Background: an optimization exercise with open tools, aiming at small area, a short achievable clock period and few clock cycles. Do not read the settings as production practice.
Function was checked by simulation only, so behaviour that the tests miss may differ from the original.
No activity file was given, so power comes from the tool's default toggle rates.

$ cat design/flow/config.mk
export PLATFORM = sky130hd
export DESIGN_NAME = bitmap_frame_allocator
export DESIGN_NICKNAME = bitmap_frame_allocator
export VERILOG_FILES = /design/flow/design.v
export SDC_FILE = /design/flow/constraint.sdc
export NUM_CORES = 4
export LEC_CHECK = 0
export ABC_CLOCK_PERIOD_IN_PS = 3000
export CAP_MARGIN = 20
export CORE_MARGIN = 2
export CORE_UTILIZATION = 35
export PLACE_DENSITY = 0.5
export SETUP_SLACK_MARGIN = 4.5
export SLEW_MARGIN = 20
$ cat design/flow/constraint.sdc
create_clock -name core_clock -period 8.0 [get_ports {clk}]
set_input_delay 1.6000 -clock core_clock [delete_from_list [all_inputs] [get_ports {clk}]]
set_output_delay 1.6000 -clock core_clock [all_outputs]
set_load 0.01 [all_outputs]
$ cat design/flow/design.v
package fba_pkg;
	localparam int FRAME_NUM_BITS = 12;
	localparam logic FUNC_ALLOC = 1'b0;
	localparam logic FUNC_FREE  = 1'b1;
	localparam logic [2:0] ST_ALLOCATED    = 3'd0;
	localparam logic [2:0] ST_MAPPED       = 3'd1;
	localparam logic [2:0] ST_NO_FRAME     = 3'd2;
	localparam logic [2:0] ST_FREED        = 3'd3;
	localparam logic [2:0] ST_FREE_IGNORED = 3'd4;
endpackage
module fba_datapath #(
	parameter int NUM_FRAMES = 4096,
	parameter int WORD_BITS  = 32
) (
	input  logic                      clk,
	input  logic                      arst_n,
	input  logic                      clr,
	input  logic                      accept,
	input  logic                      func,
	input  logic [fba_pkg::FRAME_NUM_BITS-1:0] frame_number,
	input  logic                      use_hint,
	input  logic                      page_mapped,
	input  logic                      kernel_mode,
	input  logic                      writable_request,
	output logic                      done,
	output logic [2:0]                status,
	output logic [fba_pkg::FRAME_NUM_BITS-1:0] granted_frame,
	output logic                      user_access,
	output logic                      write_access
);
	localparam int NW = NUM_FRAMES / WORD_BITS;
	localparam int AW = $clog2(NW);
	localparam int BW = $clog2(WORD_BITS);
	localparam int FW = fba_pkg::FRAME_NUM_BITS;
	logic [WORD_BITS-1:0] bm [NW];
	logic [NW-1:0]        anyfree_q;
	logic                 done_q;
	logic                 func_q;
	logic                 hint_q;
	logic                 mapped_q;
	logic                 kernel_q;
	logic                 wreq_q;
	logic [FW-1:0]        frame_q;
	logic                 hbit_q;    
	logic                 ffv_q;
	logic [AW-1:0]        fw_q;
	logic [WORD_BITS-1:0] fword_q;
	logic [AW-1:0]        hrow;
	logic [BW-1:0]        hcol;
	logic [BW-1:0]        fb;
	logic                 use_h;
	logic                 wr;
	logic [NW-1:0]        row_we;
	logic [WORD_BITS-1:0] wdata;
	logic [WORD_BITS-1:0] wd;
	logic [AW-1:0]        in_row;
	logic [BW-1:0]        in_col;
	logic [NW-1:0]        in_row_oh;
	logic [NW-1:0]        colbit;
	logic                 in_bit;
	logic                 in_same;
	assign in_row = frame_number[BW +: AW];
	assign in_col = frame_number[BW-1:0];
	always_comb begin
		for (int w = 0; w < NW; w++) begin
			colbit[w] = bm[w][in_col];
			in_row_oh[w] = (in_row == AW'(w));
		end
	end
	assign in_same = wr & ((use_h ? hrow : fw_q) == in_row) &
		((use_h ? hcol : fb) == in_col);
	always_comb begin
		if (clr) begin
			in_bit = 1'b0;
		end else if (in_same) begin
			in_bit = (func_q == fba_pkg::FUNC_ALLOC);
		end else begin
			in_bit = |(colbit & in_row_oh);
		end
	end
	always_ff @(posedge clk or negedge arst_n) begin
		if (!arst_n) begin
			done_q <= 1'b0;
		end else begin
			done_q <= accept;
		end
	end
	always_ff @(posedge clk) begin
		func_q <= func;
		hint_q <= use_hint;
		mapped_q <= page_mapped;
		kernel_q <= kernel_mode;
		wreq_q <= writable_request;
		frame_q <= frame_number;
		hbit_q <= in_bit;
	end
	logic [NW-1:0]        hrow_oh;
	logic [WORD_BITS-1:0] hcol_oh;
	logic [NW-1:0]        fw_oh;
	logic [WORD_BITS-1:0] fzero;
	logic [WORD_BITS-1:0] fbelow;
	logic [WORD_BITS-1:0] fb_oh;
	logic                 is_alloc;
	logic                 is_free;
	logic                 hit;
	logic                 alloc_h;
	logic                 alloc_f;
	logic                 same;
	logic                 rd_h;
	logic [NW-1:0]        rd_oh;
	logic [WORD_BITS-1:0] rword;
	logic [WORD_BITS-1:0] tword;
	logic [WORD_BITS-1:0] tcol;
	assign hrow = frame_q[BW +: AW];
	assign hcol = frame_q[BW-1:0];
	always_comb begin
		for (int w = 0; w < NW; w++) begin
			hrow_oh[w] = (hrow == AW'(w));
			fw_oh[w] = (fw_q == AW'(w));
		end
		for (int b = 0; b < WORD_BITS; b++) begin
			hcol_oh[b] = (hcol == BW'(b));
		end
	end
	assign fzero = ~fword_q;
	always_comb begin
		logic [WORD_BITS-1:0] p;
		p = {fzero[WORD_BITS-2:0], 1'b0};
		for (int s = 1; s < WORD_BITS; s = s * 2) begin
			p = p | (p << s);
		end
		fbelow = p;
	end
	assign fb_oh = fzero & ~fbelow;
	always_comb begin
		fb = '0;
		for (int b = 0; b < WORD_BITS; b++) begin
			fb = fb | (fb_oh[b] ? BW'(b) : '0);
		end
	end
	assign is_alloc = (func_q == fba_pkg::FUNC_ALLOC) & ~mapped_q;
	assign is_free = (func_q == fba_pkg::FUNC_FREE) & mapped_q;
	assign hit = hint_q & ~hbit_q;
	assign alloc_h = is_alloc & hit;
	assign alloc_f = is_alloc & ~hit & ffv_q;
	assign use_h = (func_q == fba_pkg::FUNC_FREE) | hit;
	assign wr = done_q & (is_free | alloc_h | alloc_f);
	logic [NW-1:0]        m;
	logic [NW-1:0]        mbelow;
	logic [NW-1:0]        nfw_oh;
	logic [AW-1:0]        nfw;
	logic                 nfv;
	assign m = anyfree_q & ~fw_oh;
	always_comb begin
		logic [NW-1:0] p;
		p = {m[NW-2:0], 1'b0};
		for (int s = 1; s < NW; s = s * 2) begin
			p = p | (p << s);
		end
		mbelow = p;
	end
	assign nfw_oh = m & ~mbelow;
	assign nfv = |m;
	always_comb begin
		nfw = '0;
		for (int w = 0; w < NW; w++) begin
			nfw = nfw | (nfw_oh[w] ? AW'(w) : '0);
		end
	end
	assign same = ffv_q & (hrow == fw_q);
	assign rd_h = use_h & ~same;
	assign rd_oh = rd_h ? hrow_oh : nfw_oh;
	always_comb begin
		rword = '0;
		for (int w = 0; w < NW; w++) begin
			rword = rword | (bm[w] & {WORD_BITS{rd_oh[w]}});
		end
	end
	assign tword = rd_h ? rword : fword_q;
	assign tcol = use_h ? hcol_oh : fb_oh;
	assign wdata = (func_q == fba_pkg::FUNC_FREE) ? (tword & ~tcol) : (tword | tcol);
	assign wd = clr ? '0 : wdata;
	always_comb begin
		for (int w = 0; w < NW; w++) begin
			row_we[w] = clr | (wr & (use_h ? hrow_oh[w] : fw_oh[w]));
		end
	end
	for (genvar w = 0; w < NW; w++) begin : g_row
		always_ff @(posedge clk) begin
			if (row_we[w]) begin
				bm[w] <= wd;
			end
		end
	end
	always_ff @(posedge clk) begin
		for (int w = 0; w < NW; w++) begin
			if (row_we[w]) begin
				anyfree_q[w] <= ~&wd;
			end
		end
	end
	logic                 tgt_fw;
	logic                 move_down;
	logic [WORD_BITS-1:0] fword_after;
	logic                 advance;
	assign tgt_fw = wr & (use_h ? same : 1'b1);
	assign move_down = wr & (func_q == fba_pkg::FUNC_FREE) & (~ffv_q | (hrow < fw_q));
	assign fword_after = tgt_fw ? wdata : fword_q;
	assign advance = ffv_q & ~move_down & (&fword_after);
	always_ff @(posedge clk) begin
		if (clr) begin
			ffv_q <= 1'b1;
			fw_q <= '0;
			fword_q <= '0;
		end else if (move_down) begin
			ffv_q <= 1'b1;
			fw_q <= hrow;
			fword_q <= wdata;
		end else if (advance) begin
			ffv_q <= nfv;
			fw_q <= nfw;
			fword_q <= rword;
		end else begin
			fword_q <= fword_after;
		end
	end
	always_comb begin
		status = fba_pkg::ST_ALLOCATED;
		granted_frame = '0;
		user_access = 1'b0;
		write_access = 1'b0;
		if (func_q == fba_pkg::FUNC_ALLOC) begin
			if (mapped_q) begin
				status = fba_pkg::ST_MAPPED;
			end else if (!(hit | ffv_q)) begin
				status = fba_pkg::ST_NO_FRAME;
			end else begin
				granted_frame = hit ? frame_q : FW'({fw_q, fb});
				user_access = ~kernel_q;
				write_access = wreq_q;
			end
		end else begin
			status = mapped_q ? fba_pkg::ST_FREED : fba_pkg::ST_FREE_IGNORED;
		end
	end
	assign done = done_q;
endmodule
module fba_ctrl (
	input  logic clk,
	input  logic arst_n,
	input  logic start,
	output logic clr,
	output logic accept,
	output logic busy
);
	logic clr_q;
	always_ff @(posedge clk or negedge arst_n) begin
		if (!arst_n) begin
			clr_q <= 1'b1;
		end else begin
			clr_q <= 1'b0;
		end
	end
	assign clr = clr_q;
	assign busy = clr_q;
	assign accept = start & ~clr_q;
endmodule
module bitmap_frame_allocator #(
	parameter int NUM_FRAMES = 4096,
	parameter int WORD_BITS  = 32
) (
	input  logic                      clk,
	input  logic                      arst_n,
	input  logic                      start,
	output logic                      busy,
	input  logic                      func,
	input  logic [fba_pkg::FRAME_NUM_BITS-1:0] frame_number,
	input  logic                      use_hint,
	input  logic                      page_mapped,
	input  logic                      kernel_mode,
	input  logic                      writable_request,
	output logic                      done,
	output logic [2:0]                status,
	output logic [fba_pkg::FRAME_NUM_BITS-1:0] granted_frame,
	output logic                      user_access,
	output logic                      write_access
);
	logic clr;
	logic accept;
	fba_ctrl u_ctrl (
		.clk    (clk),
		.arst_n (arst_n),
		.start  (start),
		.clr    (clr),
		.accept (accept),
		.busy   (busy)
	);
	fba_datapath #(
		.NUM_FRAMES (NUM_FRAMES),
		.WORD_BITS  (WORD_BITS)
	) u_datapath (
		.clk              (clk),
		.arst_n           (arst_n),
		.clr              (clr),
		.accept           (accept),
		.func             (func),
		.frame_number     (frame_number),
		.use_hint         (use_hint),
		.page_mapped      (page_mapped),
		.kernel_mode      (kernel_mode),
		.writable_request (writable_request),
		.done             (done),
		.status           (status),
		.granted_frame    (granted_frame),
		.user_access      (user_access),
		.write_access     (write_access)
	);
endmodule
$ cat design/flow/run.sh
#!/bin/bash
# synth_recipe.tcl (not shown) runs the flow's synth.tcl, then flattens the netlist and writes it again
# the make line also repeats each setting of config.mk as NAME=value (left out here)
make -C /OpenROAD-flow-scripts/flow DESIGN_CONFIG=/design/flow/config.mk WORK_HOME=/design/flow/orfs CLKGATE_MAP_FILE= SYNTH_SCRIPT=/design/flow/synth_recipe.tcl finish
==> run notes <==
- Syn_nets: 14215
- Ranking of synthesized cells by area: edfxtp_1, mux4_2, a22oi_1, nand2_1, a22o_1
- CTS Buf Count: 480
- Asr flop ratio synth: 0.04669%
- Ys flop type: edfxtp_1
- Clock tree buffer depth: 4
- Die Width: 779.0 um
- Run status: did not finish
- Dpl hpwl: 1964000 um
- Vias in the first global route: 263999
- Boundary Pins: 39
- CTS root buffer: clkbuf_16
- Count leader, synth: edfxtp_1
- Failing step: 5_1_grt
- Largest net degree at the start of global routing: 77
- Post-synthesis sequential area ratio: 60.91%
- Synthesized flop and latch total: 4284
- Post-synth EDFFs: 4224
- Syn Area/Cell: 14.82 sq um
- Yosys warns: 3
- Syn Inst Count: 14188
- Synth top area share: 60.34%
- IO Port Bufs: 38
- Routability cong.: 1.457
- Stop err: [ERROR GRT-0116] Global routing finished with congestion. Check the congestion regions in the DRC Viewer.
- Row count: 284
- Library cells used by synthesis: 104
- Cell Area, Synth: 210200 sq um
- Die Y-Extent: 779.0 um
- First-pass GRT wire length: 3620000 um
- CTS sink cnt: 4284
- Global-route usage over all layers: 90.95%
- Most frequent cells after synthesis: edfxtp_1, mux4_2, nand2_1
- H-Tree Level Count: 5
- Synth area leader: edfxtp_1
- Gr ovfl total: 12939
- Initial Util: 35.13%
## kinds of logic after synthesis
logic type | count (synthesis) | share of synthesized area [%]
AOI/OAI and AO/OA | 3594 | 13.15
xor gates and xnor gates | 12 | 0.05000
adders and majority gates | 7 | 0.04166
buffers and inverters | 1120 | 2.098
DFF | 4284 | 60.91
muxes | 1421 | 14.38
other | 1 | 0.001784
and+or+nand+nor | 3749 | 9.362
## how the worst min path moves through the flow
stage / to / slack [ns] / cells past startpoint
floorplan: u_datapath.ffv_q / 0.50 / 2
global placement: u_datapath.fw_q[2] / 0.61 / 2
detailed placement: u_datapath.fword_q[27] / 0.61 / 2
CTS: u_datapath.fword_q[27] / 0.62 / 2
## metrics by stage
step	power, uW	std cells	setup WS (ns)	utilization, %	instance area [sq um]
detailed placement	42780	24215	-1.485	41.99	251300
global placement	42830	24155	-2.095	41.85	250400
floorplan	32570	14188	0.3736	-	210900
CTS	65610	25259	0.5175	45.23	270600
## routing by layer
metal / GRT usage (%) / GRT overflow
met1: 90.05 / 763
met2: 99.45 / 7738
met3: 85.59 / 868
met4: 87.88 / 3485
met5: 71.95 / 85
## power groups by stage
stage               Combinational [uW]  Sequential [uW]  Clock [uW]
floorplan                         3410            29200           0
CTS                              10200            32300       23000
detailed placement               10000            32800           0
global placement                 10000            32800           0
## repair_timing
action / 4_1_cts
gates cloned: 17
hold buffers: 0
setup buffers: 138
endpoints found under the hold margin: 0
gates resized for setup: 367
pin swaps: 105
setup endpoints to repair: 8225
Testbench counts, summed over its fixed seeds: cycles 18,006.
